Background: an optimization exercise with open tools, aiming at small area, a short achievable clock period and few clock cycles per item. Do not read the settings as production practice.
At most, simulation tests tie the RTL to the original design; equivalence was not proved.
Only the layout flow was run in run 2; the RTL was not checked for function there.
Power and IR drop assume default switching activity.

--- flow/flow/run.sh ---
#!/bin/bash
# Layout flow: the standard synthesis, then each configuration read-data bit
# (prdata[7:0]) is rebuilt as one gate of its own (see patch_prdata.py), then the standard flow's
# standard layout from floorplan to finish, with plain buffers (buf_2) as the port
# buffers. Each step's full output goes to a log file here.
set -euo pipefail
R=orfs/results/sky130hd/interpolating_wavetable_oscillator/base
bash standard.sh synth > log_synth.txt 2>&1
python3 flow/patch_prdata.py $R/1_2_yosys.v > log_patch.txt 2>&1
touch $R/1_2_yosys.v
bash standard.sh BUFFER_PORTS_ARGS="-buffer_cell sky130_fd_sc_hd__buf_2" finish > log_layout.txt 2>&1
--- flow/flow/patch_prdata.py ---
#!/usr/bin/env python3
"""Rewrite the configuration read-data logic of the synthesized netlist so that each
prdata[i] (i < 8) is one gate of its own: prdata[i] = !paddr[1] & !paddr[0] & inc_r[i]
(sky130 nor3b: Y = !(A | B | !C_N)). Cells left without loads are then removed.
Usage: patch_prdata.py NETLIST.v   (edits the file in place)"""
import re, sys

path = sys.argv[1]
src = open(path).read()
head_end = src.index(';', src.index('module ')) + 1
body_start = head_end
end = src.rindex('endmodule')
body = src[body_start:end]

# split into statements: declarations / assigns / cell instances
stmts = re.findall(r'[^;]*;', body, re.S)
cell_re = re.compile(r'^\s*(sky130_fd_sc_hd__\w+)\s+(\S+)\s*\((.*)\)\s*;\s*$', re.S)
pin_re = re.compile(r'\.(\w+)\s*\(\s*(.*?)\s*\)\s*(?:,|$)', re.S)

OUTPINS = {'X', 'Y', 'Q', 'Q_N', 'COUT', 'SUM', 'HI', 'LO'}
cells = []
for i, s in enumerate(stmts):
    m = cell_re.match(s)
    if m:
        pins = dict((p, n.strip()) for p, n in pin_re.findall(m.group(3)))
        cells.append([i, m.group(1), m.group(2), pins])

def drv(net):
    for c in cells:
        for p, n in c[3].items():
            if p in OUTPINS and n == net:
                return c
    return None

removed = set()
newcells = []
for b in range(8):
    net = 'prdata[%d]' % b
    c = drv(net)
    if c is None:
        sys.exit('no driver for ' + net)
    inc = '\\inc_r[%d] ' % b
    if not re.search(re.escape(inc), body):
        sys.exit('no net ' + inc)
    removed.add(c[0])
    newcells.append('\n  sky130_fd_sc_hd__nor3b_1 prd_gate_%d (\n    .A(paddr[1]),\n    .B(paddr[0]),\n    .C_N(%s),\n    .Y(%s)\n  );' % (b, inc, net))

# remove cells whose outputs no longer have loads (iterate)
def loads_of(net, live):
    for c in live:
        for p, n in c[3].items():
            if p not in OUTPINS and n == net:
                return True
    return False

ports = set(re.findall(r'^\s*(?:output)\s+(?:\[[^\]]+\]\s*)?(\S+)\s*;', body, re.M))
assigns = ''.join(s for s in stmts if s.strip().startswith('assign'))
newtxt = ''.join(newcells)
changed = True
while changed:
    changed = False
    live = [c for c in cells if c[0] not in removed]
    for c in live:
        outs = [n for p, n in c[3].items() if p in OUTPINS]
        if not outs or c[1].startswith('sky130_fd_sc_hd__df') or c[1].startswith('sky130_fd_sc_hd__edf'):
            continue
        used = False
        for n in outs:
            base = n.split('[')[0].strip().lstrip('\\')
            if base in ports or n in assigns or loads_of(n, live) or n in newtxt:
                used = True
        if not used:
            removed.add(c[0])
            changed = True
            print('removed', c[1], c[2])

out = src[:body_start] + ''.join(s for i, s in enumerate(stmts) if i not in removed) + newtxt + '\n' + src[end:]
open(path, 'w').write(out)
print('replaced', len(newcells), 'prdata drivers; removed', len(removed), 'cells')
--- flow/standard.sh ---
#!/bin/bash
# synth_recipe.tcl (not shown) runs the flow's synth.tcl, then flattens the netlist and writes it again
# the make line also repeats each setting of config.mk as NAME=value (left out here)
make -C /OpenROAD-flow-scripts/flow DESIGN_CONFIG=/design/flow/config.mk WORK_HOME=/design/flow/orfs CLKGATE_MAP_FILE= SYNTH_SCRIPT=/design/flow/synth_recipe.tcl "${@:-finish}"
--- flow/config.mk ---
export PLATFORM = sky130hd
export DESIGN_NAME = interpolating_wavetable_oscillator
export DESIGN_NICKNAME = interpolating_wavetable_oscillator
export VERILOG_FILES = /design/flow/design.v
export SDC_FILE = /design/flow/constraint.sdc
export NUM_CORES = 4
export LEC_CHECK = 0
export ABC_CLOCK_PERIOD_IN_PS = 3000
export CAP_MARGIN = 20
export CORE_MARGIN = 2
export CORE_UTILIZATION = 60
export CTS_BUF_LIST = sky130_fd_sc_hd__clkbuf_8
export CTS_CLUSTER_DIAMETER = 60
export CTS_CLUSTER_SIZE = 16
export SETUP_SLACK_MARGIN = 3.72
export SLEW_MARGIN = 20
--- flow/constraint.sdc ---
create_clock -name core_clock -period 7.0 [get_ports {clk}]
set_input_delay 1.4000 -clock core_clock [delete_from_list [all_inputs] [get_ports {clk}]]
set_output_delay 1.4000 -clock core_clock [all_outputs]
set_load 0.01 [all_outputs]
--- flow/design.v ---
package iwo_pkg;
  localparam int TABLE_SEGMENTS = 36;
  localparam int TABLE_DEPTH    = TABLE_SEGMENTS + 1;
  localparam int SAMPLE_BITS    = 14;
  localparam int FRAC_BITS   = 8;
  localparam int FRAC_ONE    = 1 << FRAC_BITS;
  localparam int PHASE_LIMIT = TABLE_SEGMENTS * FRAC_ONE;
  localparam int PHASE_W     = $clog2(PHASE_LIMIT);
  localparam int PINT_W      = PHASE_W - FRAC_BITS;
  localparam int IDX_W       = $clog2(TABLE_DEPTH);
  localparam int OP_W          = 1;
  localparam int ENTRY_IDX_W   = 6;
  localparam int ENTRY_VAL_W   = 14;
  localparam int INC_W         = 8;
  localparam int DAC_W         = 16;
  localparam logic [DAC_W-1:0] DAC_MASK = 16'hFFC0;
  localparam int WGT_W = FRAC_BITS + 1;
  localparam int SUM_W = SAMPLE_BITS + WGT_W;
  localparam int CFG_ADDR_W = 2;
  localparam int CFG_DATA_W = 32;
  localparam logic [CFG_ADDR_W-1:0] REG_PHASE_INC = 2'd0;
  typedef enum logic [OP_W-1:0] {
    OP_LOAD = 1'b0,
    OP_STEP = 1'b1
  } op_t;
endpackage
module interpolating_wavetable_oscillator (
  input  logic                   clk,
  input  logic                   rst_n,
  input  logic                   in_valid,
  output logic                   in_stall,
  input  logic [iwo_pkg::OP_W-1:0]        in_operation,
  input  logic [iwo_pkg::ENTRY_IDX_W-1:0] in_entry_index,
  input  logic [iwo_pkg::ENTRY_VAL_W-1:0] in_entry_value,
  output logic                   out_valid,
  input  logic                   out_stall,
  output logic [iwo_pkg::DAC_W-1:0]       out_dac_word,
  input  logic                   psel,
  input  logic                   penable,
  input  logic                   pwrite,
  input  logic [iwo_pkg::CFG_ADDR_W-1:0]  paddr,
  input  logic [iwo_pkg::CFG_DATA_W-1:0]  pwdata,
  output logic [iwo_pkg::CFG_DATA_W-1:0]  prdata,
  output logic                   pready
);
  localparam int SEGS = iwo_pkg::TABLE_SEGMENTS;    
  localparam int DEPTH = iwo_pkg::TABLE_DEPTH;      
  localparam int SB = iwo_pkg::SAMPLE_BITS;         
  localparam int FB = iwo_pkg::FRAC_BITS;           
  localparam int IW = iwo_pkg::INC_W;               
  localparam int EIW = iwo_pkg::ENTRY_IDX_W;        
  localparam int CDW = iwo_pkg::CFG_DATA_W;         
  localparam int OW = 10;                           
  logic go;
  logic [IW-1:0] inc_r;
  logic          cfg_wr;
  assign cfg_wr = psel && penable && pwrite && paddr == iwo_pkg::REG_PHASE_INC;
  assign pready = 1'b1;
  assign prdata = (paddr == iwo_pkg::REG_PHASE_INC) ? CDW'(inc_r) : '0;
  always_ff @(posedge clk) begin
    if (!rst_n) inc_r <= '0;
    else if (cfg_wr) inc_r <= pwdata[IW-1:0];
  end
  logic [SB-1:0] tab [DEPTH];
  logic [5:0]    k_r;         
  logic [FB-1:0] f_r;         
  logic [SB-1:0] lo_r, hi_r;  
  logic          v2_r;        
  logic          acc, stepx, loadx, adv, wrap;
  logic [FB:0]   f_sum;
  logic [SB-1:0] rd;          
  assign in_stall = !go;
  assign acc   = go && in_valid;
  assign stepx = acc && in_operation[0];
  assign loadx = acc && !in_operation[0];
  assign f_sum = {1'b0, f_r} + (FB + 1)'(inc_r);
  assign adv   = stepx && f_sum[FB];
  assign wrap  = (k_r == 6'(SEGS - 1));
  always_comb begin
    rd = '0;
    for (int j = 0; j < SEGS; j++) begin
      rd = rd | (tab[(j == SEGS - 1) ? 1 : j + 2] & {SB{k_r == 6'(j)}});
    end
  end
  always_ff @(posedge clk) begin
    if (!rst_n) begin
      k_r <= '0;
      f_r <= '0;
    end else begin
      if (stepx) f_r <= f_sum[FB-1:0];
      if (adv) k_r <= wrap ? 6'd0 : k_r + 6'd1;
    end
  end
  logic [DEPTH-1:0] we;
  logic [7:0]       wlo;
  logic [4:0]       whi;
  always_comb begin
    for (int a = 0; a < 8; a++) wlo[a] = (in_entry_index[2:0] == 3'(a));
    for (int b = 0; b < 5; b++) whi[b] = loadx && (in_entry_index[5:3] == 3'(b));
    for (int j = 0; j < DEPTH; j++) we[j] = wlo[j % 8] && whi[j / 8];
  end
  always_ff @(posedge clk) begin
    for (int j = 0; j < DEPTH; j++) begin
      if (we[j]) tab[j] <= in_entry_value;
    end
  end
  always_ff @(posedge clk) begin
    if (adv) begin
      lo_r <= wrap ? tab[0] : hi_r;
      hi_r <= rd;
    end else if (loadx) begin
      if (in_entry_index == k_r) lo_r <= in_entry_value;
      if (in_entry_index == k_r + 6'd1) hi_r <= in_entry_value;
    end
  end
  always_ff @(posedge clk) begin
    if (!rst_n) v2_r <= 1'b0;
    else if (go) v2_r <= in_valid && in_operation[0];
  end
  localparam int SW = 22;
  logic [SW-1:0] row [9];
  logic [SW-1:0] l1 [6];
  logic [SW-1:0] l2 [4];
  logic [SW-1:0] l3 [3];
  logic [SW-1:0] l4 [2];
  always_comb begin
    for (int j = 0; j < FB; j++) row[j] = SW'(f_r[j] ? hi_r : lo_r) << j;
    row[8] = SW'(lo_r);
    for (int j = 0; j < 3; j++) begin
      l1[2*j] = row[3*j] ^ row[3*j+1] ^ row[3*j+2];
      l1[2*j+1] = ((row[3*j] & row[3*j+1]) | (row[3*j] & row[3*j+2]) | (row[3*j+1] & row[3*j+2])) << 1;
    end
    for (int j = 0; j < 2; j++) begin
      l2[2*j] = l1[3*j] ^ l1[3*j+1] ^ l1[3*j+2];
      l2[2*j+1] = ((l1[3*j] & l1[3*j+1]) | (l1[3*j] & l1[3*j+2]) | (l1[3*j+1] & l1[3*j+2])) << 1;
    end
    l3[0] = l2[0] ^ l2[1] ^ l2[2];
    l3[1] = ((l2[0] & l2[1]) | (l2[0] & l2[2]) | (l2[1] & l2[2])) << 1;
    l3[2] = l2[3];
    l4[0] = l3[0] ^ l3[1] ^ l3[2];
    l4[1] = ((l3[0] & l3[1]) | (l3[0] & l3[2]) | (l3[1] & l3[2])) << 1;
  end
  logic          v3_r;
  logic [SW-1:0] ps_r, pc_r;
  logic [SW-1:0] s;
  logic [OW-1:0] r;
  always_ff @(posedge clk) begin
    if (!rst_n) v3_r <= 1'b0;
    else if (go) v3_r <= v2_r;
  end
  always_ff @(posedge clk) begin
    if (go && v2_r) begin
      ps_r <= l4[0];
      pc_r <= l4[1];
    end
  end
  assign s = ps_r + pc_r;
  assign r = s[21:12];
  logic          ov_r;
  logic [OW-1:0] o_r;
  assign go = !(ov_r && out_stall);
  always_ff @(posedge clk) begin
    if (!rst_n) ov_r <= 1'b0;
    else if (go) ov_r <= v3_r;
  end
  always_ff @(posedge clk) begin
    if (go && v3_r) o_r <= r;
  end
  assign out_valid    = ov_r;
  assign out_dac_word = {o_r, 6'd0};
endmodule
==> results.txt, run 1 <==
* PwrDens at approximately 210 nW/µm²
* Initial Utilization at 0.6102
* Cell taking the most area after synthesis: edfxtp_1
* Fin crit share at 0.4690
* Synthesized flop and latch total at approximately 620
* Non-Filler Instances at 2,553
* Setup TNS at 0 ns
* Switching share of power at 0.2108
* Via Count at 16,550
* Drt total wl at 77.36 mm
* Skew final at ~0.034 ns
* Startpoint types: primary input
* Initial antenna violation count at 2
* Die span in y at about 220 µm
* Ys async rst share at 0
* CTS tree: built
* Internal power at slightly below 5 mW
* Number of distinct library cells after synthesis at 68
* Post-Place Cells at ~2,500
* Pre-antenna DRT Iters at 6
* Fmax at between 300 and 400 MHz
* Main synth FF type: edfxtp_1
* CTS max path bufs at 3
* Final net count at between 2,000 and 2,500
* Antenna diodes at 0
* First-pass GRT wire length at ~110 mm
* Cell breakdown of the critical path: buf_2 -> nand2_2 -> nand2_1 -> or2_2 -> nor2_1 -> nand2_1 -> nor2_2 -> buf_4
* Setup-failing EPs final at 0
* Top cell by count, worst path: nand2_1
* Post-Syn Area at around 28,000 µm²
* Wire per inst at 30.30 µm
* IO Pins at 113
* Final worst path period need at ~3.3 ns
* Worst hold path type: reg -> reg
* Die X at between 200 and 250 µm
* Flop pwr share at 0.664
* Max Transition Viols Final at 0
* Largest stage delay, worst path at 0.73 ns
* Largest net degree at the start of global routing at 47
* Final hold vios at 0
* Post-synth top cells: 596 x edfxtp_1, 213 x a22oi_1, 112 x nand2_1
* Worst-margin pin slew at 1.197 ns
* Share of cells above drive strength 1 at 0.1787
* DP Area at roughly 29,000 µm²
* Number of remaining DRC errors at 0
* Slowest stage cell, crit path: nor2_2
* Critical path type: in -> reg
* Antenna Nets Post-Route at 0
* GRT Util Overall at 0.3276
* Max Cap Viol at 0
* Total leakage power at a little over 10 nW
* Crit path arrival time at ~3.7 ns
* Synth top area share at 0.6452
* Site Rows at 78
* # H-tree levels at 2
* Design area at between 20,000 and 30,000 µm²
* First-iteration detailed-routing DRC count at 2,174
* Total power at 6.179 mW
* Worst vdd ir at ~0.00020 V
* Clock Power Share at 0.301
* Clock Latency Late Sink at approximately 0.69 ns
* RSZ-0062 raised after global routing: yes
* CTS sink cnt at 621
* Vias per cell at roughly 6.5
* Synth top area cells: edfxtp_1 65%, fa_1 6.1%, a22oi_1 5.8%, mux2_2 2.8%, ha_1 2.5%
* Vias in the first global route at 16,070
* GRT overflow at 0
* Clk slew on worst S/H paths at 0.09 ns
* Post-DP HPWL at ~46 mm
* YS warnings at 7
* Relative slew slack at 0.2010
* P_sw at around 1.3 mW
* Combinational Power Share at 0.035
* Count leader, synth: edfxtp_1
* Core Area at about 45,000 µm²
* Critical path endpoint category: register
* Cells after synthesis at approximately 1,800
* Post-synth EDFFs at ~600
* P&R area growth vs syn at 8.008%
* Die area at roughly 48,000 µm²
* Avg Inst Size Synth at about 15 µm²
* PortBufs at 57
* Register area share after synthesis at 0.6632
* Routability cong. at roughly 0.85
* Worst EP required at 7.36 ns
* Min Hold Slack at 0.4743 ns
* Max FO, Critical Path at 8
* Root buf cell: clkbuf_8
* Status: finished clean
* Inserted Clock Buffers at 47
## timing repair
item	4_1_cts	5_1_grt
setup buffers	2	28
pin swaps	2	1
hold buffers	0	0
endpoints found under the setup margin	52	24
gates resized for setup	27	7
## sequential cells by signal (all words and copies together), names as in the netlist
register  flops
tab         518
pc_r         20
ps_r         20
hi_r         14
lo_r         14
o_r          10
f_r           8
inc_r         8
k_r           6
ov_r          1
v2_r          1
v3_r          1
## worst paths after layout
| kind | start | to | slack [ns] | depth (start not counted) |
|---|---|---|---|---|
| worst max-delay path | out_stall | tab[6][6] | 3.72 | 8 |
| worst min register to register | v2_r | v2_r | 0.47 | 2 |
| worst min-delay path | v2_r | v2_r | 0.47 | 2 |
| worst max register to register | k_r[5] | hi_r[5] | 3.77 | 7 |
## critical path: cells and delay by family
family | cells | cell delay, ns
buf+inv | 2 | 0.47
simple gates | 6 | 1.75
## layout by cell type, fill, tap and decap left out, drive strengths merged, types with 4 or more instances in the layout
master,count
a31oi,21
nor3b,10
and2,6
dfxtp,25
nor2b,13
nand3,20
nand3b,9
conb,31
nor4,9
clkinv,6
xnor2,13
o21a,6
nand4,20
and4,5
a221oi,17
a21oi,15
mux2i,50
xor2,9
ha,55
nor3,18
o21ai,10
nand2,113
a41oi,11
a21o,7
nor2,105
a22oi,213
clkbuf,52
a22o,20
fa,85
and3,14
inv,98
nor4b,5
a21boi,9
buf,153
edfxtp,596
mux2,70
or3b,4
## logic make-up after synthesis
group | synth area share
compound gates | 0.09450
buf+inv | 0.03712
flops | 0.6632
simple gates | 0.06531
other cells | 0.0002707
xor+xnor | 0.006947
mux | 0.04646
fa+ha+maj | 0.08615
## area by class of cell
cell class,instances,area (µm²)
clock inverter,16,156.4
fill,3328,15510
multi-input combinational,1021,8594
clock buffer,48,660.6
timing repair buffer,157,1044
sequential,621,18430
tap,600,750.7
inverter,90,337.8
## per-layer routing
| layer | up-vias | wire length (µm) | global-route usage |
|---|---|---|---|
| met3 | 188 | 8514 | 0.06750 |
| met2 | 922 | 37450 | 0.5386 |
| met1 | 8334 | 28190 | 0.4314 |
| met4 | 2 | 3178 | 0.1315 |
| li1 | 7108 | - | - |
| met5 | - | 22 | 0 |
## stage by stage
stage / setup WS, ns / util
3_5_place_dp: 2.977 / 0.6337
3_3_place_gp: 2.754 / 0.6336
4_1_cts: 3.701 / 0.6538
5_1_grt: 3.708 / 0.6590
2_1_floorplan: 3.685 / -
6_report: 3.717 / 0.6590
## power by group through the flow
stage / Sequential (mW) / Clock [mW] / Combinational [mW]
2_1_floorplan: 4.19 / 0 / 0.131
3_3_place_gp: 4.19 / 0 / 0.202
3_5_place_dp: 4.19 / 0 / 0.211
4_1_cts: 4.10 / 1.89 / 0.213
5_1_grt: 4.11 / 2.01 / 0.242
6_report: 4.10 / 1.86 / 0.215
Testbench counts, summed over its fixed seeds: cycles 4,416, items 4,096.
==> inputs of run 2 (changes only) <==
--- a/flow/design.v
+++ b/flow/design.v
@@ -97,5 +97,5 @@
   always_comb begin
     for (int a = 0; a < 8; a++) wlo[a] = (in_entry_index[2:0] == 3'(a));
-    for (int b = 0; b < 5; b++) whi[b] = loadx && (in_entry_index[5:3] == 3'(b));
+    for (int b = 0; b < 5; b++) whi[b] = in_valid && !in_operation[0] && (in_entry_index[5:3] == 3'(b));
     for (int j = 0; j < DEPTH; j++) we[j] = wlo[j % 8] && whi[j / 8];
   end
--- a/flow/config.mk
+++ b/flow/config.mk
@@ -9,8 +9,8 @@
 export CAP_MARGIN = 20
 export CORE_MARGIN = 2
-export CORE_UTILIZATION = 60
+export CORE_UTILIZATION = 55
 export CTS_BUF_LIST = sky130_fd_sc_hd__clkbuf_8
 export CTS_CLUSTER_DIAMETER = 60
 export CTS_CLUSTER_SIZE = 16
-export SETUP_SLACK_MARGIN = 3.72
+export SETUP_SLACK_MARGIN = 3.8
 export SLEW_MARGIN = 20
==> results.txt, run 2 <==
* Vias per cell at around 6.3
* Final worst path period need at around 3.3 ns
* Post-synth EDFFs at approximately 600
* Core Area at approximately 50,000 µm²
* Synth top area share at 0.6462
* GRT Util Overall at 0.3037
* Largest regs: tab (518), pc_r (20), ps_r (20)
* Register area share after synthesis at 0.6643
* First-pass GRT wire length at about 110 mm
* Fmax at 307.5 MHz
* Clock Latency Late Sink at between 0.7 and 0.8 ns
* Max Cap Viol at 0
* Post-DP HPWL at ~49 mm
* Fillers at 3,814
* Post-synth top cells: 596 x edfxtp_1, 218 x a22oi_1, 110 x nor2_1
* Final net count at approximately 2,200
* Fin crit share at 0.4645
* CTS tree: built
* CTS sink cnt at 621
* Die X at between 200 and 250 µm
* Total power at around 6.3 mW
* Final Core Density at 0.6145
* GRT overflow at 0
* Pre-antenna DRT Iters at 5
* Initial antenna violation count at 2
* Setup TNS at 0 ns
* Ys async rst share at 0
* # H-tree levels at 2
* Drt total wl at between 70 and 80 mm
* DP Area at a little under 30,000 µm²
* Min Hold Slack at 0.4668 ns
* Largest net degree at the start of global routing at 42
* Max FO, Critical Path at 5
* Max Transition Viols Final at 0
* Most flop-heavy register: tab
* Design area at 30,700 µm²
* Share of cells above drive strength 1 at 0.2052
* CTS max path bufs at 3
* Wire per inst at slightly below 30 µm
* Largest stage delay, worst path at between 0.15 and 0.2 ns
* PortBufs at between 50 and 60
* Count leader, synth: edfxtp_1
* Cells after synthesis at around 1,800
* Worst hold path type: reg -> reg
* Clk slew on worst S/H paths at roughly 0.09 ns
* Slowest stage cell, crit path: nor3b_1
* PwrDens at 203.7 nW/µm²
* # hold bufs at CTS at 0
* Setup-failing EPs final at 0
* Initial Utilization at 0.5545
* Most frequent cells in the layout: 596 x edfxtp_1, 218 x a22oi_1, 133 x buf_4, 102 x nand2_1, 95 x inv_1
* Inserted Clock Buffers at 50
* Max reg flops at between 500 and 600
* Vias in the first global route at around 16,000
* Critical path endpoint category: output pin
* Commonest non-fill, non-tap cell in the layout: edfxtp_1
* Routability cong. at slightly below 0.9
* Avg Inst Size Synth at between 15 and 20 µm²
* RSZ-0062 raised after global routing: yes
* Status: finished clean
* Worst-margin pin slew at roughly 0.89 ns
* Site Rows at 82
* P&R area growth vs syn at 10.82%
* Number of remaining DRC errors at 0
* Cell taking the most area after synthesis: edfxtp_1
* IO Pins at between 100 and 150
* Final hold vios at 0
* Die span in y at roughly 230 µm
* Worst EP required at roughly 5.6 ns
* Total leakage power at approximately 11 nW
* YS warnings at 7
* Cell breakdown of the critical path: buf_12 -> nor3b_1 -> buf_2
* Skew final at 0.06679 ns
* Main synth FF type: edfxtp_1
* Number of distinct library cells after synthesis at 62
* Critical path type: in -> out
* Synthesized flop and latch total at 621
* Root buf cell: clkbuf_8
* Antenna Nets Post-Route at 0
* Post-Syn Area at around 28,000 µm²
* Relative slew slack at 0.4059
* Crit path arrival time at ~1.9 ns
* Worst vdd ir at about 0.00025 V
* Die area at around 52,000 µm²
* Via Count at between 15,000 and 20,000
* Synth top area cells: edfxtp_1 65%, fa_1 6.1%, a22oi_1 5.9%, mux2_2 2.9%, ha_1 2.5%
* Startpoint types: primary input
* First-iteration detailed-routing DRC count at between 1,500 and 2,000
## run 2: cell count changes after synthesis, sizes merged, moves of 5 or more
cell / delta
and2: +5
mux2i: +8
a22o: -11
nand2: -10
nand4: +11
a221oi: -14
nor2: +10
nor3: +10
a22oi: +5
## run 2: power breakdown
group / internal [mW] / switching, mW
registers: 4.09 / 0.0107
clock network: 0.702 / 1.23
logic: 0.0731 / 0.148
total: 4.87 / 1.39
## run 2: logic make-up (layout without fill, tap and decap cells)
| group | count (synthesis) | count (layout) | share of synthesized area |
|---|---|---|---|
| flip-flops | 621 | 621 | 0.6643 |
| adder cells (fa/ha/maj) | 140 | 140 | 0.08629 |
| buffers and inverters | 213 | 366 | 0.03664 |
| XOR/XNOR | 22 | 22 | 0.006957 |
| multiplexers | 129 | 129 | 0.04983 |
| AO/OA/AOI/OAI | 338 | 339 | 0.08968 |
| other | 2 | 33 | 0.0002712 |
| AND/OR/NAND/NOR | 379 | 379 | 0.06601 |
## run 2: worst max-delay path, delay by kind of cell
family,cells,cell delay [ns]
buffers and inverters,2,0.27
and+or+nand+nor,1,0.18
## run 2: final cells by class
| class | count | area (µm²) | area share |
|---|---|---|---|
| clock inverter | 20 | 177.7 | 0.005787 |
| clock buffer | 51 | 701.9 | 0.02286 |
| tap | 672 | 840.8 | 0.02738 |
| multi-input combinational | 1040 | 8695 | 0.2832 |
| timing repair buffer | 204 | 1513 | 0.04927 |
| sequential | 621 | 18430 | 0.6002 |
| antenna | 2 | 5.005 | 0.0001630 |
| inverter | 91 | 341.6 | 0.01113 |
## run 2: per-layer routing
metal / routed length [µm] / vias up / track usage
met2: 38650 / 913 / 0.5128
met5: 0 / - / 0
met3: 7330 / 200 / 0.04616
li1: - / 7285 / -
met1: 29620 / 8533 / 0.3986
met4: 3393 / 0 / 0.1211
## run 2: worst paths after layout
path              slack [ns]  cells past startpoint  startpoint        end
hold / removal          0.47                      2        v2_r       v2_r
setup reg to reg        3.80                      7     lo_r[8]   ps_r[10]
hold reg to reg         0.47                      2        v2_r       v2_r
setup / recovery        3.75                      3    paddr[1]  prdata[3]
## run 2: timing repair
item,4_1_cts,5_1_grt
cloned,1,1
resized for setup,39,36
pin swaps,2,11
setup endpoints to repair,102,43
setup buffers,29,49
## run 2: per-stage QoR
step,setup WS (ns),cells
floorplan,3.782,1873
global placement,2.874,2548
detailed placement,2.746,2548
CTS,3.740,2649
global route,3.658,2700
finish,3.748,2701

==> what the ideal ports hide <==
No port has a modelled driver above. Below, the same layouts with a new extraction and two added sets of constraints.
Step 1 (the two cells are an assumption about what drives the block):
set clk [get_ports {clk}]
set_driving_cell -lib_cell sky130_fd_sc_hd__clkbuf_16 $clk
set_driving_cell -lib_cell sky130_fd_sc_hd__buf_2 [delete_from_list [all_inputs] $clk]
Step 2, shift: input delay + t, output delay - t, t = (earliest + latest rising clock arrival at the registers) / 2. This alone moves slack from input paths to output paths.
Slacks: no drivers / after step 1 / after step 2; pairs: no drivers / after step 1.
| run | shift t [ns] | setup WS [ns] | hold WS [ns] | worst setup path after step 2 | worst data-port slew with drivers (ns) |
|---|---|---|---|---|---|
| run 1 | 0.723 | 3.717 / 3.714 / 3.027 | 0.474 / 0.474 / 0.474 | input to register | 0.07 |
| run 2 | 0.754 | 3.748 / 3.674 / 3.289 | 0.467 / 0.467 / 0.467 | input to register | 0.11 |
After both steps setup and hold are still met in every run listed. The setup slack of run 1, which loses most, moves by -0.003 ns with the drivers and by -0.690 ns with both steps.
